What follows belongs to an exercise in optimizing a design on an open flow for small area and a short achievable clock period; a production flow would make more cautious choices.
Where RTL was checked, it was by simulation tests only, not by an equivalence proof against the original.
For runs 3 to 6, only the layout was checked, not whether the RTL still works.
No activity file was given, so power comes from the tool's default toggle rates.

### flow/design.v
`default_nettype none
package rqfbi_pkg;
	localparam int RQFBI_DEPTH     = 16;
	localparam int RQFBI_ITEM_BITS = 32;
	localparam int KIND_W          = 3;
	localparam int DATA_W          = 32;
	localparam int CAP_W           = 5;
	localparam logic [KIND_W-1:0] KIND_SEND_BACK  = 3'd0;
	localparam logic [KIND_W-1:0] KIND_SEND_FRONT = 3'd1;
	localparam logic [KIND_W-1:0] KIND_RECEIVE    = 3'd2;
	localparam logic [KIND_W-1:0] KIND_PEEK       = 3'd3;
	localparam logic [KIND_W-1:0] KIND_DROP_FRONT = 3'd4;
	localparam logic [KIND_W-1:0] KIND_FLUSH      = 3'd5;
	typedef struct packed {
		logic [KIND_W-1:0] kind;
		logic [DATA_W-1:0] item_data;
	} rqfbi_cmd_t;
	typedef struct packed {
		logic              accepted;
		logic [DATA_W-1:0] out_data;
		logic [CAP_W-1:0]  items_held;
		logic [CAP_W-1:0]  slots_free;
		logic              is_empty;
		logic              is_full;
	} rqfbi_res_t;
endpackage
`default_nettype wire
`default_nettype none
module ring_queue_front_back_insert #(
	parameter int DEPTH     = rqfbi_pkg::RQFBI_DEPTH,
	parameter int ITEM_BITS = rqfbi_pkg::RQFBI_ITEM_BITS
) (
	input  wire logic                          clk,
	input  wire logic                          arst_n,
	input  wire logic                          start,
	output logic                               busy,
	input  wire rqfbi_pkg::rqfbi_cmd_t         cmd,
	input  wire logic                          cfg_valid,
	output logic                               cfg_ready,
	input  wire logic [rqfbi_pkg::CAP_W-1:0]   cfg_data,
	output logic                               done,
	output rqfbi_pkg::rqfbi_res_t              result
);
	localparam int IDX_W = 4;
	localparam int CW    = rqfbi_pkg::CAP_W;
	logic [ITEM_BITS-1:0] mem [16];
	logic [ITEM_BITS-1:0] rd_data_q;
	logic [CW-1:0]    held_q;
	logic [CW-1:0]    free_q;
	logic [CW-1:0]    cap_q;
	logic             nempty_q;
	logic             full_q;
	logic [15:0]      head_q;
	logic [IDX_W-1:0] tail_q;
	logic             done_q;
	logic             ready_q;
	logic             acc_s1;
	logic [CW-1:0]    res_held_q;
	logic [CW-1:0]    res_free_q;
	logic             res_empty_q;
	logic             res_full_q;
	logic [CW-1:0]    held_d;
	logic [CW-1:0]    free_d;
	logic             nempty_d;
	logic             full_d;
	logic [15:0]      head_d;
	logic [IDX_W-1:0] tail_d;
	logic [15:0]      tail_dec;
	logic             fire;
	logic             cfg_fire;
	logic [CW-1:0]    cap_sat;
	logic             is_sb, is_sf, is_rd, is_pop, is_flush;
	logic             do_push, do_pop, rd_ok;
	logic             acc_d;
	logic [15:0]      we;
	logic [ITEM_BITS-1:0] front;
	assign busy      = cfg_valid;
	assign cfg_ready = ~done_q;
	assign fire      = start & ~cfg_valid;
	assign cfg_fire  = cfg_valid & ready_q;
	always_comb begin
		if (cfg_data == '0) begin
			cap_sat = CW'(1);
		end else if (cfg_data > CW'(16)) begin
			cap_sat = CW'(16);
		end else begin
			cap_sat = cfg_data;
		end
	end
	assign is_sb    = cmd.kind == rqfbi_pkg::KIND_SEND_BACK;
	assign is_sf    = cmd.kind == rqfbi_pkg::KIND_SEND_FRONT;
	assign is_rd    = (cmd.kind == rqfbi_pkg::KIND_RECEIVE) | (cmd.kind == rqfbi_pkg::KIND_PEEK);
	assign is_pop   = (cmd.kind == rqfbi_pkg::KIND_RECEIVE) | (cmd.kind == rqfbi_pkg::KIND_DROP_FRONT);
	assign is_flush = cmd.kind == rqfbi_pkg::KIND_FLUSH;
	assign do_push = (is_sb | is_sf) & ~full_q;
	assign do_pop  = is_pop & nempty_q;
	assign rd_ok   = is_rd & nempty_q;
	assign acc_d   = do_push | rd_ok | do_pop | is_flush;
	always_comb begin
		for (int i = 0; i < 16; i++) begin
			we[i] = ~held_q[CW-1] & (tail_dec[i] | head_q[(i + 1) % 16]);
		end
	end
	always_comb begin
		for (int i = 0; i < 16; i++) begin
			tail_dec[i] = tail_q == IDX_W'(i);
		end
	end
	always_ff @(posedge clk) begin
		for (int i = 0; i < 16; i++) begin
			if (we[i]) begin
				mem[i] <= ITEM_BITS'(cmd.item_data);
			end
		end
	end
	always_comb begin
		front = '0;
		for (int i = 0; i < 16; i++) begin
			front = front | ({ITEM_BITS{head_q[i]}} & mem[i]);
		end
	end
	always_ff @(posedge clk) begin
		rd_data_q <= {ITEM_BITS{rd_ok}} & front;
		acc_s1    <= acc_d;
	end
	always_comb begin
		held_d  = held_q;
		free_d  = free_q;
		nempty_d = nempty_q;
		full_d  = full_q;
		head_d  = head_q;
		tail_d  = tail_q;
		if (cfg_fire) begin
			held_d  = '0;
			free_d  = cap_sat;
			nempty_d = 1'b0;
			full_d  = 1'b0;
			head_d  = 16'd1;
			tail_d  = '0;
		end else if (fire) begin
			if (is_flush) begin
				held_d  = '0;
				free_d  = cap_q;
				nempty_d = 1'b0;
				full_d  = 1'b0;
				head_d  = 16'd1;
				tail_d  = '0;
			end else if (do_push) begin
				held_d  = held_q + CW'(1);
				free_d  = free_q - CW'(1);
				nempty_d = 1'b1;
				full_d  = free_q == CW'(1);
				if (is_sf) begin
					head_d = {head_q[0], head_q[15:1]};
				end else begin
					tail_d = tail_q + IDX_W'(1);
				end
			end else if (do_pop) begin
				held_d  = held_q - CW'(1);
				free_d  = free_q + CW'(1);
				nempty_d = held_q != CW'(1);
				full_d  = 1'b0;
				head_d  = {head_q[14:0], head_q[15]};
			end
		end
	end
	always_ff @(posedge clk or negedge arst_n) begin
		if (!arst_n) begin
			held_q   <= '0;
			free_q   <= CW'(16);
			nempty_q <= 1'b0;
			cap_q    <= CW'(16);
			full_q   <= 1'b0;
			head_q   <= 16'd1;
			tail_q   <= '0;
			done_q   <= 1'b0;
			ready_q  <= 1'b1;
		end else begin
			done_q   <= fire;
			ready_q  <= ~fire;
			held_q   <= held_d;
			free_q   <= free_d;
			nempty_q <= nempty_d;
			if (cfg_fire) begin
				cap_q <= cap_sat;
			end
			full_q   <= full_d;
			head_q   <= head_d;
			tail_q   <= tail_d;
		end
	end
	always_ff @(posedge clk) begin
		res_held_q  <= held_d;
		res_free_q  <= free_d;
		res_empty_q <= ~nempty_d;
		res_full_q  <= full_d;
	end
	assign done = done_q;
	always_comb begin
		result            = '0;
		result.accepted   = acc_s1;
		result.out_data   = rqfbi_pkg::DATA_W'(rd_data_q);
		result.items_held = res_held_q;
		result.slots_free = res_free_q;
		result.is_empty   = res_empty_q;
		result.is_full    = res_full_q;
	end
endmodule
`default_nettype wire
`default_nettype none
module rqfbi_top (
	input  wire logic        clk,
	input  wire logic        arst_n,
	input  wire logic        start,
	output logic             busy,
	input  wire logic [2:0]  cmd_kind,
	input  wire logic [31:0] cmd_data,
	input  wire logic        cfg_valid,
	output logic             cfg_ready,
	input  wire logic [4:0]  cfg_data,
	output logic             done,
	output logic             res_accepted,
	output logic [31:0]      res_out_data,
	output logic [4:0]       res_items_held,
	output logic [4:0]       res_slots_free,
	output logic             res_is_empty,
	output logic             res_is_full
);
	rqfbi_pkg::rqfbi_cmd_t cmd;
	rqfbi_pkg::rqfbi_res_t result;
	assign cmd.kind      = cmd_kind;
	assign cmd.item_data = cmd_data;
	ring_queue_front_back_insert u_q (
		.clk       (clk),
		.arst_n    (arst_n),
		.start     (start),
		.busy      (busy),
		.cmd       (cmd),
		.cfg_valid (cfg_valid),
		.cfg_ready (cfg_ready),
		.cfg_data  (cfg_data),
		.done      (done),
		.result    (result)
	);
	assign res_accepted   = result.accepted;
	assign res_out_data   = result.out_data;
	assign res_items_held = result.items_held;
	assign res_slots_free = result.slots_free;
	assign res_is_empty   = result.is_empty;
	assign res_is_full    = result.is_full;
endmodule
`default_nettype wire
### flow/flow/run.sh
#!/bin/bash
# standard layout, with plain buffers (not delay cells) on the ports; synthesis
# buffers are removed at floorplan instead of a timing repair on the unplaced netlist
set -o pipefail
bash standard.sh "BUFFER_PORTS_ARGS=-buffer_cell sky130_fd_sc_hd__buf_2" REMOVE_ABC_BUFFERS=1 finish > standard.log 2>&1
### flow/standard.sh
#!/bin/bash
# synth_recipe.tcl (not shown) runs the flow's synth.tcl, then flattens the netlist and writes it again
# the make line also repeats each setting of config.mk as NAME=value (left out here)
make -C /OpenROAD-flow-scripts/flow DESIGN_CONFIG=/design/flow/config.mk WORK_HOME=/design/flow/orfs CLKGATE_MAP_FILE= SYNTH_SCRIPT=/design/flow/synth_recipe.tcl "${@:-finish}"
### flow/config.mk
export PLATFORM = sky130hd
export DESIGN_NAME = rqfbi_top
export DESIGN_NICKNAME = rqfbi_top
export VERILOG_FILES = /design/flow/design.v
export SDC_FILE = /design/flow/constraint.sdc
export NUM_CORES = 4
export LEC_CHECK = 0
export CAP_MARGIN = 20
export CORE_MARGIN = 2
export CORE_UTILIZATION = 40
export CTS_CLUSTER_DIAMETER = 100
export CTS_CLUSTER_SIZE = 25
export SETUP_SLACK_MARGIN = 2.1
export SLEW_MARGIN = 20
### flow/constraint.sdc
create_clock -name core_clock -period 4.0 [get_ports {clk}]
set_input_delay 0.8000 -clock core_clock [delete_from_list [all_inputs] [get_ports {clk}]]
set_output_delay 0.8000 -clock core_clock [all_outputs]
set_load 0.01 [all_outputs]
==> metrics.csv, run 1 <==
metric,value,unit
Post-Synth XOR/XNOR Area,0.07998,%
Die Y-Extent,238,um
Initial DRC Count,1457,
Starting Density,40.54,%
Clock Tree Root,clkbuf_16,
num rows,85,
CP Class,reg2out,
# hold bufs at CTS,0,
clock transition at the registers of the reported paths,0.11,ns
Synth Flop Type,edfxtp_1,
compound-cell area share of the yosys netlist,13.86,%
combinational family with the most area after synthesis,compound AO/OA/AOI/OAI gates,
H-tree levels,1,
startpoint types,flip-flop,
Post-DRT Antenna Nets,0,
FILL cells,4641,
initial antenna violation count,5,
fmax,0.5115,GHz
Clock Skew,0.04291,ns
total grt overflow,0,
most frequent cells in the layout,"edfxtp_1 (512), a22o_1 (99), a221oi_1 (96)",
dpl hpwl,29740,um
VDD IR-drop max,0.0003896,V
status,timing/DRC/antenna clean,
Final Hold Vio Count,0,
largest area contributor in the netlist,edfxtp_1,
Longest Clk Path Bufs,3,
TritonCTS clock tree,yes,
Die Footprint,0.05664,sq mm
Skew-Pair Late Insertion Delay,0.63,ns
Worst EP required,3.20,ns
Nets,1426,
Via Count,13000,
mean area per synthesized cell,17.14,sq um
CTS Buf Count,28,
Syn. warnings,2,
post-route setup slack,2.045,ns
Unique masters post-synth,64,
"leading cell type in the layout, fill and taps excluded",edfxtp_1,
grt met1 use,30.31,%
P per Cell Area,432.0,mW/mm^2
grt peak-use layer,met2,
Placement Setup Slack,1.363,ns
minimum clock period,1.955,ns
Mapped Cells,1278,
share of layout cells above drive strength 1,20.39,%
Worst Tran Pin Value,0.9272,ns
main area contributors after synthesis,"edfxtp_1 (70%), dfxtp_1 (4.1%), dfrtp_1 (4.0%), a22o_1 (4.0%), a221oi_1 (3.9%)",
GRT Total Usage,21.07,%
drt pass-1 iters,6,
sequential element share of the synthesized area,78.79,%
CP endpoint kind,output pin,
Slew Limit Headroom,38.19,%
Vias/cell,6.236,
asr flop ratio synth,6.544,%
core area,0.05403,sq mm
number of global-route vias before repair,12560,
Crit Path Max Fanout,2,
largest net degree at the start of global routing,40,
GR Layer Usage met3,3.702,%
MaxCap Viol Count,0,
Syn-to-layout area delta,13.74,%
period utilisation layout,48.88,%
DIE WIDTH,238,um
met2 Use GR,34.20,%
"EDFF count, synth",512,
final setup violating endpoints,0,
RSZ-0062 raised after global routing,true,
IO Pins,92,
Total Wirelength,61100,um
#FFs+latches synth,596,
post-layout util,46.11,%
Crit path arrival time,1.16,ns
clk sink count,596,
DRC viols,0,
Leak Pwr,7.949,nW
Post-Syn Area,0.02190,sq mm
adder-cell share of the synthesized area,0.5713,%
area share of the largest cell type after synthesis,70.20,%
port bufs,91,
setup TNS,0,ns
HP Class,in2async,
"Slew Viols, Final",0,
simple-gate share of the synthesized area,3.833,%
mux cell area share after synthesis,0.7769,%
Placer Congestion,0.8105,
first-pass GRT wire length,87470,um
DR WL/cell,29.31,um
-- path summary, 6_finish.rpt --
path / start / endpoint / slack, ns / cells after the start
max: u_q.done_q$_DFF_PN0_ / cfg_ready / 2.04 / 2
min in group core_clock: cfg_data[1] / u_q.cap_q[1]$_DFFE_PN0P_ / 0.45 / 2
min reg2reg: u_q.cap_q[4]$_DFFE_PN1P_ / u_q.cap_q[4]$_DFFE_PN1P_ / 0.47 / 2
min: arst_n / u_q.nempty_q$_DFF_PN0_ / 0.30 / 1
max in group asynchronous: arst_n / u_q.head_q[8]$_DFFE_PN0P_ / 3.01 / 1
max reg2reg: u_q.head_q[3]$_DFFE_PN0P_ / u_q.head_q[2]$_DFFE_PN0P_ / 2.07 / 4
-- critical path, stage by stage, from the launching register on --
cell and delay (ns):
dfrtp_1 0.39, inv_1 0.05, buf_2 0.11
-- per-layer routing --
layer / wire [um] / vias up
li1: - / 5444
met1: 25620 / 6848
met2: 28730 / 610
met3: 5543 / 93
met4: 1161 / 8
met5: 42 / -
-- per-stage QoR --
step	hold WS, ns	power [mW]	instances	cell area, sq um
6_report	0.3017	10.76	2085	24910
5_1_grt	0.3803	11.07	2085	24910
4_1_cts	0.3340	10.78	2074	24500
3_5_place_dp	0.4570	7.573	2010	23320
3_3_place_gp	0.4510	7.555	2010	23320
2_1_floorplan	0.4391	7.300	1182	21500
-- state kept, by name, summed over array words and instances, names as in the netlist --
register	cells
u_q.held_q	5
u_q.res_full_q	1
u_q.tail_q	4
u_q.res_free_q	5
u_q.done_q	1
u_q.nempty_q	1
u_q.acc_s1	1
u_q.full_q	1
u_q.ready_q	1
u_q.head_q	16
u_q.rd_data_q	32
u_q.cap_q	5
u_q.res_empty_q	1
u_q.mem	512
u_q.free_q	5
u_q.res_held_q	5
-- area by class of cell --
cell class,count,area (sq um),area share [%]
Antenna cell,1,2.502,0.01004
Sequential cell,596,17320,69.52
Clock inverter,4,63.81,0.2561
Tap cell,696,870.8,3.496
Timing Repair Buffer,159,1401,5.625
Multi-Input combinational cell,573,4449,17.86
Inverter,14,52.55,0.2109
Clock buffer,42,753.2,3.023
-- cells in the mapped netlist, types with 3 or more instances --
cell type	number
buf_4	3
and3_1	33
nor3_1	10
buf_1	7
nand3b_1	4
a221oi_1	97
a21oi_1	35
buf_2	13
o21ai_0	29
mux2i_1	17
a22o_1	99
or4_1	15
nor2_1	33
a31oi_1	39
nand3_1	12
dfrtp_1	35
edfxtp_1	512
nand2b_1	3
ha_1	10
inv_1	13
clkbuf_1	70
or3_1	7
dfstp_2	4
a22oi_1	66
nand2_1	17
dfxtp_1	45
a211oi_1	4
-- report_power, final --
part	leakage (nW)	switching (mW)	internal [mW]
clock	0.389	1.94	1.34
combinational	2.01	0.349	0.183
sequential	5.55	0.0680	6.89
total	7.95	2.35	8.41
-- cells by family (layout without fill, tap and decap cells) --
logic type / after synthesis / count (layout)
flip-flops: 596 / 596
AO/OA/AOI/OAI: 393 / 394
AND/OR/NAND/NOR: 150 / 150
buffers and inverters: 110 / 219
multiplexers: 17 / 17
adder cells (fa/ha/maj): 10 / 10
XOR/XNOR: 2 / 2
other: 0 / 1
-- what timing repair did --
action                                  in CTS  in global routing
pin swaps                                    9                 19
buffers inserted                            17                  8
endpoints found under the hold margin        0                  0
resized for setup                           50                 74
endpoints found under the setup margin     499                383
cloned                                       1                  2
==> run 2, diff against run 1 <==
--- a/flow/design.v
+++ b/flow/design.v
@@ -52,8 +52,7 @@
 	logic             full_q;
 	logic [15:0]      head_q;
 	logic [IDX_W-1:0] tail_q;
-	logic             done_q;
-	logic             ready_q;
+	logic             valid_s1;
 	logic             acc_s1;
 	logic [CW-1:0]    res_held_q;
 	logic [CW-1:0]    res_free_q;
@@ -75,9 +74,9 @@
 	logic [15:0]      we;
 	logic [ITEM_BITS-1:0] front;
 	assign busy      = cfg_valid;
-	assign cfg_ready = ~done_q;
+	assign cfg_ready = ~valid_s1;
 	assign fire      = start & ~cfg_valid;
-	assign cfg_fire  = cfg_valid & ready_q;
+	assign cfg_fire  = cfg_valid & ~valid_s1;
 	always_comb begin
 		if (cfg_data == '0) begin
 			cap_sat = CW'(1);
@@ -173,11 +172,9 @@
 			full_q   <= 1'b0;
 			head_q   <= 16'd1;
 			tail_q   <= '0;
-			done_q   <= 1'b0;
-			ready_q  <= 1'b1;
+			valid_s1 <= 1'b0;
 		end else begin
-			done_q   <= fire;
-			ready_q  <= ~fire;
+			valid_s1 <= fire;
 			held_q   <= held_d;
 			free_q   <= free_d;
 			nempty_q <= nempty_d;
@@ -195,7 +192,7 @@
 		res_empty_q <= ~nempty_d;
 		res_full_q  <= full_d;
 	end
-	assign done = done_q;
+	assign done = valid_s1;
 	always_comb begin
 		result            = '0;
 		result.accepted   = acc_s1;
==> flow/flow/run.sh (replaced) <==
#!/bin/bash
# standard layout, with plain buffers (not delay cells) on the ports and no gate
# cloning in timing repair; synthesis buffers are removed at floorplan
set -o pipefail
bash standard.sh "BUFFER_PORTS_ARGS=-buffer_cell sky130_fd_sc_hd__buf_2" SKIP_GATE_CLONING=1 REMOVE_ABC_BUFFERS=1 finish > standard.log 2>&1
--- a/flow/config.mk
+++ b/flow/config.mk
@@ -8,7 +8,7 @@
 export CAP_MARGIN = 20
 export CORE_MARGIN = 2
 export CORE_UTILIZATION = 40
-export CTS_CLUSTER_DIAMETER = 100
-export CTS_CLUSTER_SIZE = 25
+export CTS_CLUSTER_DIAMETER = 80
+export CTS_CLUSTER_SIZE = 22
 export SETUP_SLACK_MARGIN = 2.1
 export SLEW_MARGIN = 20
==> run 2 against run 1 <==
  * Still clean on timing, DRC and antenna
  * Area after synthesis fell by 1.3%
  * Total power is 4.5% higher
  * Wire length decreased by 2.7%
  * Critical path depth stayed put
  * Final cell count down 0.29%
  * Clock power increased by 16%
  * Via count decreased by 3.1%
  * Count of clock-buffer cells in the layout rose by 12
  * Final area is 0.70% lower
  * Critical path type unchanged
  * Largest power group unchanged
==> metrics.csv, run 2 <==
metric,value,unit,change
number of global-route vias before repair,12210,,-2.8%
flop2flop setup slack,2.09,ns,+0.02 ns
FILL cells,4628,,-0.28%
post-layout util,46.15,%,about the same
clock transition at the registers of the reported paths,0.08,ns,-0.03 ns
Placer Congestion,0.8059,,-0.57%
status,timing/DRC/antenna clean,,
CP endpoint,cfg_ready,,
port bufs,91,,unchanged
Crit path arrival time,1.14,ns,-0.02 ns
most frequent cell after synthesis,edfxtp_1,,
fin area,0.02474,sq mm,-0.70%
Skew-Pair Late Insertion Delay,0.59,ns,-0.04 ns
Syn. warnings,2,,unchanged
total grt overflow,0,,unchanged
RSZ-0062 raised after global routing,true,,
r2r endpoint,u_q.mem[2][12]$_DFFE_PP_,,
Nets,1408,,-1.3%
HP Class,in2async,,
Starting Density,40.34,%,-0.20 points
CP endpoint kind,output pin,,
initial antenna violation count,5,,unchanged
Leak Pwr,8.047,nW,+1.2%
asr flop ratio synth,6.387,%,-0.16 points
Die Footprint,0.05593,sq mm,-1.3%
GRT Total Usage,20.86,%,-0.21 points
biggest regs,"u_q.mem x512, u_q.rd_data_q x32, u_q.head_q x16",,
Post-Syn Area,0.02162,sq mm,-1.3%
CTS Buf Count,35,,+25%
#FFs+latches synth,595,,-0.17%
Worst EP required,3.20,ns,about the same
Total Wirelength,59470,um,-2.7%
Worst Tran Pin Value,0.9292,ns,+0.002074 ns
main area contributors after synthesis,"edfxtp_1 (71%), dfxtp_1 (4.2%), dfrtp_1 (4.1%), a221oi_1 (3.9%), a22o_1 (3.9%)",,
largest net degree at the start of global routing,39,,-2.5%
Final Hold Vio Count,0,,unchanged
slowest cell on the critical path,dfrtp_1,,
Synth Flop Type,edfxtp_1,,
Unique masters post-synth,56,,-13%
num rows,85,,unchanged
MaxCap Viol Count,0,,unchanged
DR WL/cell,28.61,um,-2.4%
Post-DRT Antenna Nets,0,,unchanged
dpl hpwl,29300,um,-1.5%
"leading cell type in the layout, fill and taps excluded",edfxtp_1,,
Clock Skew,0.03300,ns,-0.009907 ns
DIE WIDTH,236.5,um,-0.63%
Placement Setup Slack,1.395,ns,+0.03257 ns
"EDFF count, synth",512,,unchanged
Longest Clk Path Bufs,3,,unchanged
TritonCTS clock tree,yes,,
minimum clock period,1.940,ns,-0.01550 ns
core area,0.05360,sq mm,-0.79%
period utilisation layout,48.49,%,-0.39 points
sequential element share of the synthesized area,79.69,%,+0.90 points
P per Cell Area,454.6,mW/mm^2,+5.2%
Largest Register,u_q.mem,,
clk sink count,595,,-0.17%
setup TNS,0,ns,unchanged
Crit Path Max Fanout,3,,+1
largest area contributor in the netlist,edfxtp_1,,
most frequent cells after synthesis,"edfxtp_1 (512), a221oi_1 (96), a22o_1 (96)",,
drt pass-1 iters,5,,-1
DRC viols,0,,unchanged
placed inst area,0.02309,sq mm,-0.98%
startpoint types,flip-flop,,
area share of the largest cell type after synthesis,71.11,%,+0.91 points
Syn-to-layout area delta,14.42,%,
Vias/cell,6.060,,-2.8%
H-tree levels,2,,+1
Via Count,12600,,-3.1%
Crit path largest cell delay,0.41,ns,+0.02 ns
max reg flops,512,,unchanged
Initial DRC Count,1556,,+6.8%
most frequent cells in the layout,"edfxtp_1 (512), a22o_1 (96), a221oi_1 (95)",,
post-route setup slack,2.060,ns,+0.01550 ns
CP Class,reg2out,,
Clock Tree Root,clkbuf_16,,
mean area per synthesized cell,17.48,sq um,+2.0%
Slew Limit Headroom,38.05,%,-0.14 points
VDD IR-drop max,0.0002658,V,-32%
share of layout cells above drive strength 1,21.09,%,+0.70 points
Mapped Cells,1237,,-3.2%
critical path cell sequence,inv_2 -> buf_6,,
Worst R2R Path Depth,5,,+1
final setup violating endpoints,0,,unchanged
worst r2r src,u_q.tail_q[0]$_DFFE_PN0P_,,
IO Pins,92,,unchanged
Die Y-Extent,236.5,um,-0.63%
fmax,0.5156,GHz,+0.80%
Critical Path Start,u_q.valid_s1$_DFF_PN0_,,
"Slew Viols, Final",0,,unchanged
first-pass GRT wire length,84880,um,-3.0%
==> run 2: changes by cell type after synthesis, sizes merged, moves of 5 or more <==
cell / change
a21oi: -18
buf: -13
clkbuf: +6
nand2: +12
nand3: +6
o21ai: -20
o31ai: +16
or4: -15
xor2: +5
==> run 2: logic make-up (layout without fill, tap and decap cells) <==
kind of cell | Yosys count | count (layout) | synth area share (%)
multiplexers | 16 | 16 | 0.7407
flip-flops | 595 | 595 | 79.69
AO/OA/AOI/OAI | 363 | 363 | 13.36
AND/OR/NAND/NOR | 143 | 143 | 3.403
XOR/XNOR | 10 | 10 | 0.4051
adder cells (fa/ha/maj) | 10 | 10 | 0.5787
other | 0 | 3 | 0
buffers and inverters | 100 | 243 | 1.823
==> run 2: area by class of cell <==
class	count	area, sq um	share of cell area [%]
sequential	595	17290	69.88
antenna	3	7.507	0.03035
timing repair buffer	169	1281	5.179
clock inverter	9	105.1	0.4249
clock buffer	54	968.4	3.915
tap	696	870.8	3.520
multi-input combinational	542	4173	16.87
inverter	11	45.04	0.1821
==> run 2: how the worst min path moves through the flow <==
stage / end / slack (ns) / cells past startpoint
floorplan: u_q.cap_q[2]$_DFFE_PN0P_ / 0.44 / 2
global placement: u_q.cap_q[4]$_DFFE_PN1P_ / 0.45 / 2
detailed placement: u_q.cap_q[4]$_DFFE_PN1P_ / 0.46 / 2
CTS: u_q.free_q[1]$_DFF_PN0_ / 0.38 / 1
global route: u_q.free_q[1]$_DFF_PN0_ / 0.42 / 1
finish: u_q.free_q[1]$_DFF_PN0_ / 0.35 / 1
==> run 2: metal layers <==
metal	share of wire (%)	vias up	GRT usage (%)
li1	-	5324	-
met1	42	6620	29.28
met2	48	565	33.99
met3	8.0	86	3.276
met4	2.1	4	5.696
met5	0.032	-	0
==> run 2: what timing repair did <==
item / in CTS / in global routing
gates resized for setup: 47 / 23
buffers inserted: 21 / 14
hold buffers: 0 / 0
endpoints found under the setup margin: 506 / 279
pin swaps: 9 / 6
==> run 2: report_power, final <==
group / switching (mW) / internal (mW) / total [mW]
logic: 0.332 / 0.170 / 0.502
registers: 0.0634 / 6.87 / 6.94
clock network: 2.07 / 1.74 / 3.81
==> run 2: critical path, delay by kind of cell (launching register included) <==
family                 cells  cell delay (ns)
buffers and inverters      2             0.16
flip-flops                 1             0.41
==> run 2: per-stage QoR <==
step           total power [mW]  hold slack [ns]  std cells
6_report                  11.24           0.3528       2079
5_1_grt                   11.57           0.4167       2078
4_1_cts                   11.27           0.3777       2062
3_5_place_dp              7.542           0.4623       1978
3_3_place_gp              7.531           0.4535       1978
2_1_floorplan             7.276           0.4376       1148
==> run 3, diff against run 2 <==
--- a/flow/design.v
+++ b/flow/design.v
@@ -47,10 +47,9 @@
 	logic [ITEM_BITS-1:0] rd_data_q;
 	logic [CW-1:0]    held_q;
 	logic [CW-1:0]    free_q;
-	logic [CW-1:0]    cap_q;
-	logic             nempty_q;
+	logic             empty_q;
 	logic             full_q;
-	logic [15:0]      head_q;
+	logic [IDX_W-1:0] head_q;
 	logic [IDX_W-1:0] tail_q;
 	logic             valid_s1;
 	logic             acc_s1;
@@ -60,17 +59,18 @@
 	logic             res_full_q;
 	logic [CW-1:0]    held_d;
 	logic [CW-1:0]    free_d;
-	logic             nempty_d;
+	logic             empty_d;
 	logic             full_d;
-	logic [15:0]      head_d;
+	logic [IDX_W-1:0] head_d;
 	logic [IDX_W-1:0] tail_d;
-	logic [15:0]      tail_dec;
 	logic             fire;
 	logic             cfg_fire;
 	logic [CW-1:0]    cap_sat;
 	logic             is_sb, is_sf, is_rd, is_pop, is_flush;
 	logic             do_push, do_pop, rd_ok;
 	logic             acc_d;
+	logic [15:0]      head_dec;
+	logic [15:0]      tail_dec;
 	logic [15:0]      we;
 	logic [ITEM_BITS-1:0] front;
 	assign busy      = cfg_valid;
@@ -92,17 +92,18 @@
 	assign is_pop   = (cmd.kind == rqfbi_pkg::KIND_RECEIVE) | (cmd.kind == rqfbi_pkg::KIND_DROP_FRONT);
 	assign is_flush = cmd.kind == rqfbi_pkg::KIND_FLUSH;
 	assign do_push = (is_sb | is_sf) & ~full_q;
-	assign do_pop  = is_pop & nempty_q;
-	assign rd_ok   = is_rd & nempty_q;
+	assign do_pop  = is_pop & ~empty_q;
+	assign rd_ok   = is_rd & ~empty_q;
 	assign acc_d   = do_push | rd_ok | do_pop | is_flush;
 	always_comb begin
 		for (int i = 0; i < 16; i++) begin
-			we[i] = ~held_q[CW-1] & (tail_dec[i] | head_q[(i + 1) % 16]);
-		end
-	end
-	always_comb begin
-		for (int i = 0; i < 16; i++) begin
+			head_dec[i] = head_q == IDX_W'(i);
 			tail_dec[i] = tail_q == IDX_W'(i);
+		end
+	end
+	always_comb begin
+		for (int i = 0; i < 16; i++) begin
+			we[i] = fire & ~full_q & ((is_sb & tail_dec[i]) | (is_sf & head_dec[(i + 1) % 16]));
 		end
 	end
 	always_ff @(posedge clk) begin
@@ -115,51 +116,51 @@
 	always_comb begin
 		front = '0;
 		for (int i = 0; i < 16; i++) begin
-			front = front | ({ITEM_BITS{head_q[i]}} & mem[i]);
+			front = front | ({ITEM_BITS{rd_ok & head_dec[i]}} & mem[i]);
 		end
 	end
 	always_ff @(posedge clk) begin
-		rd_data_q <= {ITEM_BITS{rd_ok}} & front;
+		rd_data_q <= front;
 		acc_s1    <= acc_d;
 	end
 	always_comb begin
 		held_d  = held_q;
 		free_d  = free_q;
-		nempty_d = nempty_q;
+		empty_d = empty_q;
 		full_d  = full_q;
 		head_d  = head_q;
 		tail_d  = tail_q;
 		if (cfg_fire) begin
 			held_d  = '0;
 			free_d  = cap_sat;
-			nempty_d = 1'b0;
+			empty_d = 1'b1;
 			full_d  = 1'b0;
-			head_d  = 16'd1;
+			head_d  = '0;
 			tail_d  = '0;
 		end else if (fire) begin
 			if (is_flush) begin
 				held_d  = '0;
-				free_d  = cap_q;
-				nempty_d = 1'b0;
+				free_d  = held_q + free_q;
+				empty_d = 1'b1;
 				full_d  = 1'b0;
-				head_d  = 16'd1;
+				head_d  = '0;
 				tail_d  = '0;
 			end else if (do_push) begin
 				held_d  = held_q + CW'(1);
 				free_d  = free_q - CW'(1);
-				nempty_d = 1'b1;
+				empty_d = 1'b0;
 				full_d  = free_q == CW'(1);
 				if (is_sf) begin
-					head_d = {head_q[0], head_q[15:1]};
+					head_d = head_q - IDX_W'(1);
 				end else begin
 					tail_d = tail_q + IDX_W'(1);
 				end
 			end else if (do_pop) begin
 				held_d  = held_q - CW'(1);
 				free_d  = free_q + CW'(1);
-				nempty_d = held_q != CW'(1);
+				empty_d = held_q == CW'(1);
 				full_d  = 1'b0;
-				head_d  = {head_q[14:0], head_q[15]};
+				head_d  = head_q + IDX_W'(1);
 			end
 		end
 	end
@@ -167,20 +168,16 @@
 		if (!arst_n) begin
 			held_q   <= '0;
 			free_q   <= CW'(16);
-			nempty_q <= 1'b0;
-			cap_q    <= CW'(16);
+			empty_q  <= 1'b1;
 			full_q   <= 1'b0;
-			head_q   <= 16'd1;
+			head_q   <= '0;
 			tail_q   <= '0;
 			valid_s1 <= 1'b0;
 		end else begin
 			valid_s1 <= fire;
 			held_q   <= held_d;
 			free_q   <= free_d;
-			nempty_q <= nempty_d;
-			if (cfg_fire) begin
-				cap_q <= cap_sat;
-			end
+			empty_q  <= empty_d;
 			full_q   <= full_d;
 			head_q   <= head_d;
 			tail_q   <= tail_d;
@@ -189,7 +186,7 @@
 	always_ff @(posedge clk) begin
 		res_held_q  <= held_d;
 		res_free_q  <= free_d;
-		res_empty_q <= ~nempty_d;
+		res_empty_q <= empty_d;
 		res_full_q  <= full_d;
 	end
 	assign done = valid_s1;
==> flow/flow/run.sh (replaced) <==
#!/bin/bash
# standard layout, with plain buffers (not delay cells) on the ports
set -o pipefail
bash standard.sh "BUFFER_PORTS_ARGS=-buffer_cell sky130_fd_sc_hd__buf_2" finish > standard.log 2>&1
--- a/flow/config.mk
+++ b/flow/config.mk
@@ -8,7 +8,5 @@
 export CAP_MARGIN = 20
 export CORE_MARGIN = 2
 export CORE_UTILIZATION = 40
-export CTS_CLUSTER_DIAMETER = 80
-export CTS_CLUSTER_SIZE = 22
-export SETUP_SLACK_MARGIN = 2.1
+export SETUP_SLACK_MARGIN = 1.6
 export SLEW_MARGIN = 20
==> run 3 against run 2 <==
  * Count of clock-buffer cells in the layout grew 34
  * Non-clock buffer count is 56 lower
  * Core utilization increased by 0.55 points
  * Area after synthesis shrank 1.0%
  * Highest routed layer unchanged
  * Sequential power shrank 3.9%
  * Final cell count up 1.1%
  * Wire length decreased by 6.9%
  * Still clean on timing, DRC and antenna
  * Critical path type is now reg2reg
  * Combinational power decreased by 27%
  * First-iteration DRC count fell by 12%
==> metrics.csv, run 3 <==
metric,value,unit,change
status,timing/DRC/antenna clean,,
number of global-route vias before repair,12380,,+1.3%
Worst Tran Pin Value,0.7969,ns,-0.1324 ns
"leading cell type in the layout, fill and taps excluded",edfxtp_1,,
sequential element share of the synthesized area,78.50,%,-1.2 points
RSZ-0062 raised after global routing,true,,
CP Class,reg2reg,,
#FFs+latches synth,578,,-2.9%
period utilisation layout,59.84,%,+11 points
Initial DRC Count,1371,,-12%
clock transition at the registers of the reported paths,0.06,ns,-0.02 ns
largest area contributor in the netlist,edfxtp_1,,
post-route setup slack,1.607,ns,-0.4538 ns
Worst Path Buf+Inv,0,,-2
biggest regs,"u_q.mem x512, u_q.rd_data_q x32",,
CP endpoint kind,flip-flop,,
first-pass GRT wire length,81320,um,-4.2%
Placement Setup Slack,0.9219,ns,-0.4733 ns
Unique masters post-synth,54,,-3.6%
final setup violating endpoints,0,,unchanged
Levels on crit path,5,,+3
Leak Pwr,8.270,nW,+2.8%
port bufs,91,,unchanged
area share of the largest cell type after synthesis,71.83,%,+0.71 points
H-tree levels,2,,unchanged
Mapped Cells,1279,,+3.4%
Syn-to-layout area delta,15.12,%,
Clock Skew,0.04283,ns,+0.009832 ns
largest net degree at the start of global routing,33,,-15%
Clock Tree Root,clkbuf_16,,
Vias/cell,5.847,,-3.5%
HP Class,in2async,,
mean area per synthesized cell,16.74,sq um,-4.2%
Critical Path Start,u_q.head_q[2]$_DFFE_PN0P_,,
Total Wirelength,55370,um,-6.9%
share of layout cells above drive strength 1,18.19,%,-2.9 points
Placer Congestion,0.7908,,-1.9%
met2 Use GR,32.29,%,-1.7 points
Post-Syn Area,0.02141,sq mm,-1.0%
DIE WIDTH,235.3,um,-0.49%
Crit path largest cell delay,0.69,ns,+0.28 ns
worst r2r src,u_q.head_q[2]$_DFFE_PN0P_,,
slowest cell on the critical path,and3_4,,
GRT Total Usage,19.75,%,-1.1 points
Crit path arrival time,2.97,ns,+1.83 ns
MaxCap Viol Count,0,,unchanged
critical path cell sequence,nor3b_2 -> and3_4 -> a22oi_1 -> nand4_1 -> or3_1,,
main area contributors after synthesis,"edfxtp_1 (72%), a22oi_1 (8.8%), dfxtp_1 (4.2%), dfrtp_1 (2.2%), nand2_1 (1.6%)",,
Post-DRT Antenna Nets,0,,unchanged
Worst EP required,4.57,ns,+1.37 ns
Die Footprint,0.05538,sq mm,-0.98%
Skew-Pair Late Insertion Delay,0.63,ns,+0.04 ns
TritonCTS clock tree,yes,,
num rows,84,,-1.2%
FILL cells,4522,,-2.3%
"Slew Viols, Final",0,,unchanged
Slew Limit Headroom,46.52,%,+8.5 points
VDD IR-drop max,0.0003518,V,+32%
clk sink count,578,,-2.9%
asr flop ratio synth,3.633,%,-2.8 points
Starting Density,40.57,%,+0.23 points
DRC viols,0,,unchanged
IO Pins,92,,unchanged
Final Hold Vio Count,0,,unchanged
startpoint types,flip-flop,,
initial antenna violation count,5,,unchanged
grt met1 use,27.30,%,-2.0 points
Syn. warnings,2,,unchanged
Longest Clk Path Bufs,3,,unchanged
minimum clock period,2.393,ns,+0.4538 ns
CP top delay family,simple AND/OR/NAND/NOR gates,,
most frequent cell after synthesis,edfxtp_1,,
core area,0.05276,sq mm,-1.6%
Crit Path Max Fanout,32,,+29
P per Cell Area,490.3,mW/mm^2,+7.9%
drt pass-1 iters,5,,unchanged
Final Hold Slack,0.1766,ns,-0.1762 ns
fmax,0.4178,GHz,-19%
DR WL/cell,26.34,um,-7.9%
# hold bufs at CTS,0,,unchanged
Worst R2R Path Depth,5,,unchanged
grt peak-use layer,met2,,
CTS Buf Count,55,,+57%
most frequent cells in the layout,"edfxtp_1 (512), a22oi_1 (239), buf_2 (91)",,
"EDFF count, synth",512,,unchanged
Largest Register,u_q.mem,,
GR Layer Usage met3,3.940,%,+0.66 points
max reg flops,512,,unchanged
most frequent cells after synthesis,"edfxtp_1 (512), a22oi_1 (250), nand2_1 (90)",,
Synth Flop Type,edfxtp_1,,
Via Count,12290,,-2.5%
Die Y-Extent,235.3,um,-0.49%
dpl hpwl,27230,um,-7.1%
total grt overflow,0,,unchanged
Nets,1431,,+1.6%
setup TNS,0,ns,unchanged
run 3: changes by cell type in the layout (fill, tap and decap cells not counted), moves of 34 or more:
cell      previous run  this run
nand2_1             27        90
a221oi_1            95        13
a22o_1              96        11
buf_4               56         8
a22oi_1             66       239
a31oi_1             43         7
and3_1              35         1
run 3: path summary, 6_finish.rpt:
path	endpoint	slack, ns
hold reg to reg	u_q.rd_data_q[1]$_DFF_P_	0.46
hold / removal	u_q.free_q[1]$_DFF_PN0_	0.18
max in group asynchronous	u_q.held_q[0]$_DFF_PN0_	3.44
setup reg to reg	u_q.rd_data_q[19]$_DFF_P_	1.61
setup / recovery	u_q.rd_data_q[19]$_DFF_P_	1.61
min in group core_clock	u_q.rd_data_q[1]$_DFF_P_	0.46
run 3: layer usage:
layer	wire length (um)	vias to the layer above
met2	26710	538
met1	23040	6354
li1	-	5318
met4	912	8
met5	52	-
met3	4653	72
run 3: layout make-up:
type	count	area [sq um]	share of cell area, %
clock inverter	14	160.2	0.6499
tap	688	860.8	3.493
multi-input combinational	604	4392	17.82
sequential	578	16810	68.21
antenna	1	2.502	0.01016
timing repair buffer	113	778.2	3.158
clock buffer	88	1580	6.413
inverter	16	60.06	0.2437
run 3: worst register-to-register path, stage by stage, from the launching register on:
cell and delay, ns:
dfrtp_1 0.58, nor3b_2 0.54, and3_4 0.69, a22oi_1 0.26, nand4_1 0.19, or3_1 0.12
run 3: where the power goes:
part | leakage (nW) | switching, mW | internal (mW)
Clock | 0.847 | 2.21 | 2.84
Sequential | 5.24 | 0.0482 | 6.62
Combinational | 2.18 | 0.247 | 0.119
run 3: cell families after synthesis:
logic type	synth area share (%)
AO/OA/AOI/OAI	11.26
XOR/XNOR	0.5728
adder cells (fa/ha/maj)	1.146
buffers and inverters	2.449
flip-flops	78.50
multiplexers	0.1520
AND/OR/NAND/NOR	5.915
run 3: timing repair:
action / in CTS / in global routing
setup endpoints to repair: 35 / 60
gates resized for setup: 16 / 5
setup buffers: 1 / 0
pin swaps: 1 / 2
run 3: metrics by stage:
step / instances / cell area [sq um] / power (mW) / utilization [%]
6_report: 2102 / 24640 / 12.08 / 46.70
5_1_grt: 2101 / 24640 / 12.45 / 46.70
4_1_cts: 2101 / 24630 / 12.17 / 46.68
3_5_place_dp: 1998 / 22820 / 7.155 / 43.25
3_3_place_gp: 1998 / 22820 / 7.142 / 43.25
2_1_floorplan: 1279 / 21700 / 6.981 / -
==> run 4, diff against run 3 <==
--- a/flow/config.mk
+++ b/flow/config.mk
@@ -8,5 +8,5 @@
 export CAP_MARGIN = 20
 export CORE_MARGIN = 2
 export CORE_UTILIZATION = 40
-export SETUP_SLACK_MARGIN = 1.6
+export SETUP_SLACK_MARGIN = 2.0
 export SLEW_MARGIN = 20
==> run 4 against run 3 <==
  * Count of clock-buffer cells in the layout down 15
  * Global-route usage up 4.7 points
  * Total power increased by 4.0%
  * Highest routed layer unchanged
  * Largest power group unchanged
  * Still clean
  * Clock skew is 0.0095 ns higher
  * Sequential cell count unchanged
  * Synthesized cell count is the same
  * First-iteration DRC count increased by 34%
==> metrics.csv, run 4 <==
metric,value,unit,change
status,timing/DRC/antenna clean,,
slowest cell on the critical path,dfstp_2,,
VDD IR-drop max,0.0003557,V,+1.1%
mean area per synthesized cell,16.74,sq um,unchanged
most frequent cell after synthesis,edfxtp_1,,
Longest Clk Path Bufs,3,,unchanged
dpl hpwl,28580,um,+5.0%
total grt overflow,0,,unchanged
IO Pins,92,,unchanged
first-pass GRT wire length,97040,um,+19%
Int Pwr,9.850,mW,+2.8%
HP Class,in2async,,
RSZ-0062 raised after global routing,true,,
critical path cell sequence,nor3b_4 -> clkbuf_4 -> and3_4 -> a22oi_1 -> nand2_1 -> or4_1,,
Slew Limit Headroom,57.43,%,+11 points
flop2flop setup slack,1.74,ns,+0.14 ns
Skew-Pair Late Insertion Delay,0.64,ns,about the same
final setup violating endpoints,0,,unchanged
CTS Buf Count,57,,+3.6%
Nets,1641,,+15%
sequential element share of the synthesized area,78.50,%,unchanged
# hold bufs at CTS,0,,unchanged
Starting Density,40.57,%,unchanged
Sw Ratio,21.62,%,+0.91 points
Crit path largest cell delay,0.63,ns,-0.06 ns
DIE WIDTH,235.3,um,unchanged
area share of the largest cell type after synthesis,71.83,%,unchanged
asr flop ratio synth,3.633,%,unchanged
"leading cell type in the layout, fill and taps excluded",edfxtp_1,,
max reg flops,512,,unchanged
Syn. warnings,2,,unchanged
Crit Path Max Fanout,8,,-75%
largest area contributor in the netlist,edfxtp_1,,
Clock power frac,42.7,%,+0.9 points
Levels on crit path,6,,+1
"Slew Viols, Final",0,,unchanged
biggest regs,"u_q.mem x512, u_q.rd_data_q x32",,
Worst R2R Path Depth,6,,+1
Reg power frac,53.0,%,-2.2 points
CP top delay family,simple AND/OR/NAND/NOR gates,,
Synth Flop Type,edfxtp_1,,
Crit path arrival time,2.74,ns,-0.23 ns
Logic pwr share,4.2,%,+1.2 points
CP Class,reg2reg,,
"EDFF count, synth",512,,unchanged
setup TNS,0,ns,unchanged
MaxCap Viol Count,0,,unchanged
DR WL/cell,31.91,um,+21%
Worst Tran Pin Value,0.6351,ns,-0.1618 ns
GRT Total Usage,24.46,%,+4.7 points
Leak Pwr,9.824,nW,+19%
most frequent cells in the layout,"edfxtp_1 (512), a22oi_2 (154), a22oi_1 (96)",,
Via Count,14190,,+15%
post-layout util,53.96,%,+7.3 points
DRC viols,0,,unchanged
port bufs,91,,unchanged
final non-filler cell total,2316,,+10%
number of global-route vias before repair,13300,,+7.5%
Mapped Cells,1279,,unchanged
switching power,2.717,mW,+8.6%
share of layout cells above drive strength 1,41.27,%,+23 points
core area,0.05276,sq mm,unchanged
period utilisation layout,56.40,%,-3.4 points
fmax,0.4432,GHz,+6.1%
largest net degree at the start of global routing,33,,unchanged
placed cells,2000,,+0.10%
CP endpoint kind,flip-flop,,
#FFs+latches synth,578,,unchanged
Final Hold Vio Count,0,,unchanged
Initial DRC Count,1835,,+34%
main area contributors after synthesis,"edfxtp_1 (72%), a22oi_1 (8.8%), dfxtp_1 (4.2%), dfrtp_1 (2.2%), nand2_1 (1.6%)",,
Vias/cell,6.127,,+4.8%
P per Cell Area,441.5,mW/mm^2,-10%
Placer Congestion,0.8100,,+2.4%
Die Footprint,0.05538,sq mm,unchanged
num rows,84,,unchanged
FILL cells,4124,,-8.8%
Die Y-Extent,235.3,um,unchanged
Worst EP required,4.49,ns,-0.08 ns
Worst Path Buf+Inv,1,,+1
Clock Skew,0.05230,ns,+0.009466 ns
H-tree levels,2,,unchanged
clk sink count,578,,unchanged
most frequent cells after synthesis,"edfxtp_1 (512), a22oi_1 (250), nand2_1 (90)",,
drt pass-1 iters,6,,+1
clock transition at the registers of the reported paths,0.07,ns,about the same
initial antenna violation count,6,,+1
startpoint types,flip-flop,,
TritonCTS clock tree,yes,,
Post-DRT Antenna Nets,0,,unchanged
Clock Tree Root,clkbuf_16,,
minimum clock period,2.256,ns,-0.1372 ns
Syn-to-layout area delta,33.00,%,
Largest Register,u_q.mem,,
Post-Syn Area,0.02141,sq mm,unchanged
Total Wirelength,73910,um,+33%
Unique masters post-synth,54,,unchanged
run 4: per-stage QoR:
step / area [sq um] / hold WS, ns / total power, mW / worst slack (ns)
2_1_floorplan: 22770 / 0.4444 / 7.001 / 1.536
3_3_place_gp: 23560 / 0.4637 / 7.161 / 0.9572
3_5_place_dp: 23570 / 0.4657 / 7.169 / 1.019
4_1_cts: 27330 / 0.1425 / 12.53 / 1.826
5_1_grt: 28460 / 0.1886 / 12.88 / 1.753
6_report: 28470 / 0.1530 / 12.57 / 1.744
run 4: logic make-up (layout without fill, tap and decap cells):
group	after synthesis	in the layout	synth area share, %
flops	578	578	78.50
compound gates	324	324	11.26
simple gates	244	277	5.915
buf+inv	97	411	2.449
fa+ha+maj	19	19	1.146
xor+xnor	14	14	0.5728
mux	3	3	0.1520
other cells	0	2	0
run 4: power by group through the flow:
stage,sequential [mW],combinational [mW],clock [mW]
after global routing,6.67,0.565,5.64
after detailed placement,6.79,0.375,0
final,6.67,0.528,5.37
after floorplan,6.79,0.210,0
after global placement,6.79,0.367,0
after CTS,6.67,0.469,5.39
run 4: area by class of cell:
type                            count  area (sq um)  share of cell area [%]
Clock inverter                     34         344.1                   1.209
Multi-Input combinational cell    637          5712                   20.06
Antenna cell                        2         5.005                 0.01758
Inverter                           16         67.56                  0.2373
Sequential cell                   578         16820                   59.07
Tap cell                          688         860.8                   3.024
Timing Repair Buffer              288          3134                   11.01
Clock buffer                       73          1528                   5.366
run 4: final timing paths:
kind / startpoint / end
setup / recovery: u_q.empty_q$_DFF_PN1_ / u_q.rd_data_q[2]$_DFF_P_
hold / removal: arst_n / u_q.held_q[1]$_DFF_PN0_
setup reg to reg: u_q.empty_q$_DFF_PN1_ / u_q.rd_data_q[2]$_DFF_P_
hold reg to reg: u_q.mem[14][1]$_DFFE_PP_ / u_q.rd_data_q[1]$_DFF_P_
max in group asynchronous: arst_n / u_q.held_q[0]$_DFF_PN0_
min in group core_clock: u_q.mem[14][1]$_DFFE_PP_ / u_q.rd_data_q[1]$_DFF_P_
run 4: repair_timing:
item                       CTS  global route
pin swaps                   53            58
buffers inserted           104            44
cloned                      37            22
resized for setup           96            75
setup endpoints to repair  442           411
run 4: metal layers:
layer  vias up  GRT usage (%)  routed length (um)
met1      7220          32.83               28480
li1       5836              -                   -
met3       216          5.664                8083
met4         6          9.593                3191
met2       912          38.79               34110
met5         -              0                  41
==> run 5, diff against run 4 <==
--- a/flow/config.mk
+++ b/flow/config.mk
@@ -8,5 +8,5 @@
 export CAP_MARGIN = 20
 export CORE_MARGIN = 2
 export CORE_UTILIZATION = 40
-export SETUP_SLACK_MARGIN = 2.0
+export SETUP_SLACK_MARGIN = 1.7
 export SLEW_MARGIN = 20
==> run 5 against run 4 <==
  * Final cell count is 7.8% lower
  * Final area is 11% lower
  * Highest routed layer unchanged
  * Largest power group unchanged
  * Die area stayed put
  * Synthesized cell count stayed put
  * Via count is 11% lower
  * Total power is 0.23% higher
  * Still clean
  * Clock power is 3% higher
  * Wire length is 21% lower
==> metrics.csv, run 5 <==
metric,value,unit,change
status,timing/DRC/antenna clean,,
Die Y-Extent,235.3,um,unchanged
startpoint types,flip-flop,,
DRC viols,0,,unchanged
Slew Limit Headroom,53.36,%,-4.1 points
Crit Path Max Fanout,32,,+24
biggest regs,"u_q.mem x512, u_q.rd_data_q x32",,
"EDFF count, synth",512,,unchanged
Clock Skew,0.03700,ns,-0.01530 ns
Int Pwr,10.01,mW,+1.6%
top sig layer,met5,,
max reg flops,512,,unchanged
wire length on met1,24480,um,-14%
Largest Register,u_q.mem,,
Reg power frac,52.9,%,about the same
VDD IR-drop max,0.0003714,V,+4.4%
#FFs+latches synth,578,,unchanged
"leading cell type in the layout, fill and taps excluded",edfxtp_1,,
Multi-input gate area,0.004668,sq mm,-18%
CTS Buf Count,58,,+1.8%
sequential element share of the synthesized area,78.50,%,unchanged
slowest cell on the critical path,and3_4,,
Nets,1458,,-11%
Placement Setup Slack,0.8797,ns,-0.1393 ns
RSZ-0062 raised after global routing,true,,
largest net degree at the start of global routing,33,,unchanged
Die Footprint,0.05538,sq mm,unchanged
CP Class,reg2reg,,
Post-Syn Area,0.02141,sq mm,unchanged
HP Class,in2async,,
CP top delay family,simple AND/OR/NAND/NOR gates,,
Skew-Pair Late Insertion Delay,0.62,ns,-0.02 ns
Leak Pwr,8.515,nW,-13%
post-route setup slack,1.692,ns,-0.05227 ns
period utilisation layout,57.71,%,+1.3 points
largest area contributor in the netlist,edfxtp_1,,
Sw Ratio,20.57,%,-1.1 points
DIE WIDTH,235.3,um,unchanged
num rows,84,,unchanged
dpl hpwl,27020,um,-5.5%
clock transition at the registers of the reported paths,0.06,ns,about the same
Worst Tran Pin Value,0.6997,ns,+0.06456 ns
Logic pwr share,3.1,%,-1.1 points
GRT Total Usage,20.49,%,-4.0 points
DR WL/cell,27.51,um,-14%
routed wl met3,5064,um,-37%
share of layout cells above drive strength 1,22.42,%,-19 points
initial antenna violation count,3,,-3
fmax,0.4332,GHz,-2.3%
Final Hold Vio Count,0,,unchanged
switching power,2.591,mW,-4.7%
critical path cell sequence,nor3_4 -> and3_4 -> a22oi_1 -> and4_1 -> nand4_1,,
asr flop ratio synth,3.633,%,unchanged
clk sink count,578,,unchanged
Crit path arrival time,2.87,ns,+0.13 ns
Synth Flop Type,edfxtp_1,,
minimum clock period,2.308,ns,+0.05227 ns
Unique masters post-synth,54,,unchanged
drt pass-1 iters,5,,-1
Placer Congestion,0.8172,,+0.89%
most frequent cells in the layout,"edfxtp_1 (512), a22oi_1 (214), buf_2 (91)",,
P per Cell Area,498.8,mW/mm^2,+13%
total grt overflow,0,,unchanged
H-tree levels,2,,unchanged
register area,0.01681,sq mm,about the same
setup TNS,0,ns,unchanged
"Slew Viols, Final",0,,unchanged
first-pass GRT wire length,83320,um,-14%
FILL cells,4450,,+7.9%
Clock Tree Root,clkbuf_16,,
Mapped Cells,1279,,unchanged
most frequent cell after synthesis,edfxtp_1,,
routed wl met2,27660,um,-19%
area share of the largest cell type after synthesis,71.83,%,unchanged
most frequent cells after synthesis,"edfxtp_1 (512), a22oi_1 (250), nand2_1 (90)",,
Vias/cell,5.884,,-4.0%
Syn-to-layout area delta,17.97,%,
core area,0.05276,sq mm,unchanged
port bufs,91,,unchanged
Longest Clk Path Bufs,3,,unchanged
Syn. warnings,2,,unchanged
mean area per synthesized cell,16.74,sq um,unchanged
main area contributors after synthesis,"edfxtp_1 (72%), a22oi_1 (8.8%), dfxtp_1 (4.2%), dfrtp_1 (2.2%), nand2_1 (1.6%)",,
Worst EP required,4.57,ns,+0.08 ns
MaxCap Viol Count,0,,unchanged
final setup violating endpoints,0,,unchanged
Total Wirelength,58740,um,-21%
Via Count,12560,,-11%
CP endpoint kind,flip-flop,,
number of global-route vias before repair,12320,,-7.4%
Post-DRT Antenna Nets,0,,unchanged
Crit path largest cell delay,0.72,ns,+0.09 ns
Clock power frac,44.0,%,+1.3 points
IO Pins,92,,unchanged
Initial DRC Count,1621,,-12%
TritonCTS clock tree,yes,,
Starting Density,40.57,%,unchanged
Worst Path Buf+Inv,0,,-1
[run 5: cell counts after synthesis]
Identical to the previous run, type by type.
[run 5: cell type report]
| class | count | share of cell area, % |
|---|---|---|
| Antenna cell | 2 | 0.01982 |
| Clock inverter | 20 | 1.055 |
| Clock buffer | 90 | 6.749 |
| Tap cell | 688 | 3.409 |
| Multi-Input combinational cell | 616 | 18.49 |
| Sequential cell | 578 | 66.57 |
| Timing Repair Buffer | 125 | 3.473 |
| Inverter | 16 | 0.2378 |
[run 5: worst reg2reg max path: stages, from the launching register on]
cell	delay (ns)
dfrtp_2	0.45
nor3_4	0.56
and3_4	0.72
a22oi_1	0.24
and4_1	0.21
nand4_1	0.09
[run 5: metrics by stage]
stage	hold slack (ns)	instance area (sq um)	cells	power, mW	utilization, %
2_1_floorplan	0.4444	21840	1279	6.982	-
3_3_place_gp	0.4637	22920	1998	7.142	43.44
3_5_place_dp	0.4742	22920	1998	7.151	43.44
4_1_cts	0.1458	25100	2118	12.66	47.58
5_1_grt	0.1795	25250	2134	12.97	47.86
6_report	0.1603	25250	2135	12.60	47.86
[run 5: per-layer routing]
layer  track usage [%]  up-vias
met2             32.57      660
li1                  -     5404
met3             4.257       93
met1             28.31     6403
met4             6.640        2
met5                 0        -
[run 5: logic make-up (layout without fill, tap and decap cells)]
kind of cell               after synthesis  count (layout)  share of synthesized area (%)
buffers and inverters                   97             251                          2.449
and+or+nand+nor                        244             256                          5.915
xor gates and xnor gates                14              14                         0.5728
other                                    0               2                              0
AOI/OAI and AO/OA                      324             324                          11.26
adders and majority gates               19              19                          1.146
muxes                                    3               3                         0.1520
DFF                                    578             578                          78.50
[run 5: power by group through the flow]
stage / Combinational (mW) / Clock (mW) / Sequential [mW]
after floorplan: 0.193 / 0 / 6.79
after global placement: 0.352 / 0 / 6.79
after detailed placement: 0.359 / 0 / 6.79
after CTS: 0.378 / 5.61 / 6.67
after global routing: 0.431 / 5.87 / 6.67
final: 0.392 / 5.54 / 6.67
[run 5: timing repair]
action | 4_1_cts | 5_1_grt
gates resized for setup | 34 | 12
hold buffers | 0 | 0
hold endpoints to repair | 0 | 0
endpoints found under the setup margin | 241 | 140
gates cloned | 8 | 4
setup buffers | 2 | 11
pin swaps | 9 | 3
[run 5: worst paths after layout]
| kind | cells past startpoint | from | end | slack (ns) |
|---|---|---|---|---|
| worst max-delay path | 5 | u_q.head_q[2]$_DFFE_PN0P_ | u_q.rd_data_q[17]$_DFF_P_ | 1.69 |
| worst min-delay path | 1 | arst_n | u_q.tail_q[0]$_DFFE_PN0P_ | 0.16 |
| worst max register to register | 5 | u_q.head_q[2]$_DFFE_PN0P_ | u_q.rd_data_q[17]$_DFF_P_ | 1.69 |
| worst min register to register | 2 | u_q.mem[7][5]$_DFFE_PP_ | u_q.rd_data_q[5]$_DFF_P_ | 0.48 |
| max in group asynchronous | 1 | arst_n | u_q.free_q[0]$_DFF_PN0_ | 3.43 |
| min in group core_clock | 2 | u_q.mem[7][5]$_DFFE_PP_ | u_q.rd_data_q[5]$_DFF_P_ | 0.48 |
==> run 6, diff against run 5 <==
--- a/flow/config.mk
+++ b/flow/config.mk
@@ -8,5 +8,5 @@
 export CAP_MARGIN = 20
 export CORE_MARGIN = 2
 export CORE_UTILIZATION = 40
-export SETUP_SLACK_MARGIN = 1.7
+export SETUP_SLACK_MARGIN = 1.8
 export SLEW_MARGIN = 20
==> run 6 against run 5 <==
  * Still clean on timing, DRC and antenna
  * Synthesized cell count unchanged
  * Non-clock buffer count increased by 67
  * Clock skew decreased by 0.0064 ns
  * Final area increased by 5.6%
  * Sequential power about the same
  * Sequential share of layout area decreased by 3.5 points
  * Register-to-register slack got worse by 0.06 ns
  * Clock power decreased by 4.5%
  * Maximum frequency decreased by 2.7%
  * Worst hold slack got worse by 0.027 ns
  * Critical endpoint is now u_q.rd_data_q[10]$_DFF_P_
  * Largest power group unchanged
  * Highest routed layer is now met4
==> metrics.csv, run 6 <==
metric,value,unit,change
status,timing/DRC/antenna clean,,
core area,0.05276,sq mm,unchanged
largest area contributor in the netlist,edfxtp_1,,
RSZ-0062 raised after global routing,true,,
number of global-route vias before repair,13140,,+6.7%
Worst Tran Pin Value,0.6482,ns,-0.05143 ns
VDD IR-drop max,0.0003802,V,+2.4%
Crit path arrival time,2.88,ns,about the same
most frequent cells after synthesis,"edfxtp_1 (512), a22oi_1 (250), nand2_1 (90)",,
Syn. warnings,2,,unchanged
DIE WIDTH,235.3,um,unchanged
GRT Total Usage,23.20,%,+2.7 points
Longest Clk Path Bufs,3,,unchanged
num rows,84,,unchanged
asr flop ratio synth,3.633,%,unchanged
dpl hpwl,27860,um,+3.1%
"EDFF count, synth",512,,unchanged
CTS Buf Count,58,,unchanged
sequential element share of the synthesized area,78.50,%,unchanged
Slew Limit Headroom,56.78,%,+3.4 points
DRC viols,0,,unchanged
IO Pins,92,,unchanged
clock transition at the registers of the reported paths,0.06,ns,about the same
share of layout cells above drive strength 1,33.11,%,+11 points
first-pass GRT wire length,92800,um,+11%
minimum clock period,2.371,ns,+0.06292 ns
Vias/cell,6.009,,+2.1%
drt pass-1 iters,5,,unchanged
H-tree levels,2,,unchanged
fin area,0.02667,sq mm,+5.6%
Syn-to-layout area delta,24.57,%,
CP endpoint kind,flip-flop,,
Worst R2R Path Depth,10,,+5
slowest cell on the critical path,dfstp_2,,
Total Wirelength,65580,um,+12%
max reg flops,512,,unchanged
#FFs+latches synth,578,,unchanged
most frequent cell after synthesis,edfxtp_1,,
Die Y-Extent,235.3,um,unchanged
DR WL/cell,29.66,um,+7.8%
setup TNS,0,ns,unchanged
Via Count,13290,,+5.8%
CP Class,reg2reg,,
total grt overflow,0,,unchanged
final setup violating endpoints,0,,unchanged
startpoint types,flip-flop,,
mean area per synthesized cell,16.74,sq um,unchanged
initial antenna violation count,1,,-2
placed inst area,0.02321,sq mm,+1.3%
Initial DRC Count,1698,,+4.8%
HP Class,in2async,,
MaxCap Viol Count,0,,unchanged
FILL cells,4269,,-4.1%
"Slew Viols, Final",0,,unchanged
Final Hold Vio Count,0,,unchanged
fmax,0.4217,GHz,-2.7%
critical path cell sequence,buf_6 -> nor3b_4 -> buf_6 -> buf_16 -> buf_8 -> and3_4 -> buf_12 -> a22oi_2 -> nand2_1 -> or4_1,,
port bufs,91,,unchanged
Crit Path Max Fanout,6,,-81%
Starting Density,40.57,%,unchanged
Synth Flop Type,edfxtp_1,,
Clock Skew,0.03062,ns,-0.006382 ns
"leading cell type in the layout, fill and taps excluded",edfxtp_1,,
most frequent cells in the layout,"edfxtp_1 (512), a22oi_1 (134), a22oi_2 (116)",,
Leak Pwr,9.017,nW,+5.9%
Worst EP required,4.51,ns,-0.06 ns
Critical Path Most Common Cell,buf_6,,
Die Footprint,0.05538,sq mm,unchanged
Skew-Pair Late Insertion Delay,0.64,ns,+0.02 ns
TritonCTS clock tree,yes,,
Post-DRT Antenna Nets,0,,unchanged
Mapped Cells,1279,,unchanged
Post-Syn Area,0.02141,sq mm,unchanged
Clock Tree Root,clkbuf_16,,
clk sink count,578,,unchanged
Unique masters post-synth,54,,unchanged
P per Cell Area,465.0,mW/mm^2,-6.8%
biggest regs,"u_q.mem x512, u_q.rd_data_q x32",,
Crit path largest cell delay,0.58,ns,-0.14 ns
Largest Register,u_q.mem,,
area share of the largest cell type after synthesis,71.83,%,unchanged
main area contributors after synthesis,"edfxtp_1 (72%), a22oi_1 (8.8%), dfxtp_1 (4.2%), dfrtp_1 (2.2%), nand2_1 (1.6%)",,
largest net degree at the start of global routing,33,,unchanged
period utilisation layout,59.28,%,+1.6 points
Placer Congestion,0.7858,,-3.8%
Nets,1537,,+5.4%
-- run 6: final cells by class --
type	count	area, sq um	area share (%)
Clock inverter	23	210.2	0.7883
Clock buffer	85	1653	6.198
Tap cell	688	860.8	3.228
Multi-Input combinational cell	628	5331	19.99
Sequential cell	578	16810	63.05
Inverter	16	60.06	0.2252
Antenna cell	1	2.502	0.009384
Timing Repair Buffer	192	1734	6.503
-- run 6: through the flow --
| step | worst slack [ns] | utilization [%] | power, mW | std cells | hold slack [ns] |
|---|---|---|---|---|---|
| floorplan | 1.535 | - | 6.989 | 1279 | 0.4444 |
| global placement | 0.8740 | 44.00 | 7.153 | 1996 | 0.4706 |
| detailed placement | 0.8399 | 44.00 | 7.161 | 1996 | 0.4812 |
| CTS | 1.678 | 49.67 | 12.44 | 2185 | 0.1321 |
| global route | 1.617 | 50.54 | 12.73 | 2211 | 0.1667 |
| finish | 1.629 | 50.54 | 12.40 | 2211 | 0.1333 |
-- run 6: what timing repair did --
action,CTS,global route
hold buffers,0,0
endpoints found under the setup margin,501,488
endpoints found under the hold margin,0,0
resized for setup,82,48
setup buffers,57,20
gates cloned,24,5
pin swaps,18,26
-- run 6: power by group --
group	internal [mW]	switching [mW]	total (mW)
clock	3.00	2.29	5.29
sequential	6.62	0.0490	6.67
combinational	0.148	0.291	0.439
total	9.77	2.63	12.4
-- run 6: routing by layer --
metal	vias to the layer above	share of wire, %	track usage, %
met3	123	8.6	4.174
met1	6863	41	32.42
li1	5585	-	-
met5	-	0	0
met4	0	3.5	8.029
met2	716	47	36.76
-- run 6: worst paths after layout --
| check | slack, ns | end | from |
|---|---|---|---|
| worst max register to register | 1.63 | u_q.rd_data_q[10]$_DFF_P_ | u_q.empty_q$_DFF_PN1_ |
| worst min register to register | 0.49 | u_q.rd_data_q[13]$_DFF_P_ | u_q.mem[7][13]$_DFFE_PP_ |
| min in group core_clock | 0.47 | u_q.res_free_q[2]$_DFF_P_ | cfg_data[2] |
| worst min-delay path | 0.13 | u_q.head_q[0]$_DFFE_PN0P_ | arst_n |
| worst max-delay path | 1.63 | u_q.rd_data_q[10]$_DFF_P_ | u_q.empty_q$_DFF_PN1_ |
| max in group asynchronous | 3.48 | u_q.free_q[1]$_DFF_PN0_ | arst_n |
-- run 6: logic make-up (layout without fill, tap and decap cells) --
family	Yosys count	count (layout)	share of synthesized area (%)
xor+xnor	14	14	0.5728
buf+inv	97	316	2.449
fa+ha+maj	19	19	1.146
other cells	0	1	0
flops	578	578	78.50
simple gates	244	268	5.915
mux	3	3	0.1520
compound gates	324	324	11.26
-- run 6: critical path: cells and delay by family (launching register included) --
kind / cells / cell delay (ns)
and+or+nand+nor: 4 / 0.84
DFF: 1 / 0.58
buffers and inverters: 5 / 0.69
AOI/OAI and AO/OA: 1 / 0.13

[re-timing with driven ports]
In the flow no input, the clock included, has a driving cell. The finished layouts below were timed again as built, in two steps. Step 1: set_driving_cell puts a clkbuf_16 on clk and a buf_2 on each other input, an assumption about the parent block. Step 2 moves the port delays by t, midway between the first and last clock arrival at a register: inputs arrive t later, outputs are due t later. That takes back most of the time a late clock gives input paths. Slacks: ideal / step 1 / step 2; pairs: ideal / step 1.
| run | t, ns | slack for setup (ns) | clock arrival spread, ns | worst data-port slew with drivers (ns) | cell pins on the clock port's net |
|---|---|---|---|---|---|
| run 1 | 0.671 | 2.045 / 1.985 / 1.480 | 0.044 / 0.045 | 0.10 | 1 |
| run 2 | 0.631 | 2.060 / 2.003 / 1.559 | 0.039 / 0.039 | 0.10 | 1 |
| run 3 | 0.661 | 1.607 / 1.607 / 1.075 | 0.043 / 0.044 | 0.09 | 1 |
| run 4 | 0.671 | 1.744 / 1.744 / 1.217 | 0.058 / 0.058 | 0.12 | 1 |
| run 5 | 0.666 | 1.692 / 1.692 / 1.070 | 0.045 / 0.045 | 0.08 | 1 |
| run 6 | 0.688 | 1.629 / 1.629 / 1.029 | 0.031 / 0.030 | 0.06 | 1 |
After both steps setup and hold are still met in every run listed. The setup slack of run 5, which loses most, moves by 0.000 ns with the drivers and by -0.622 ns with both steps.
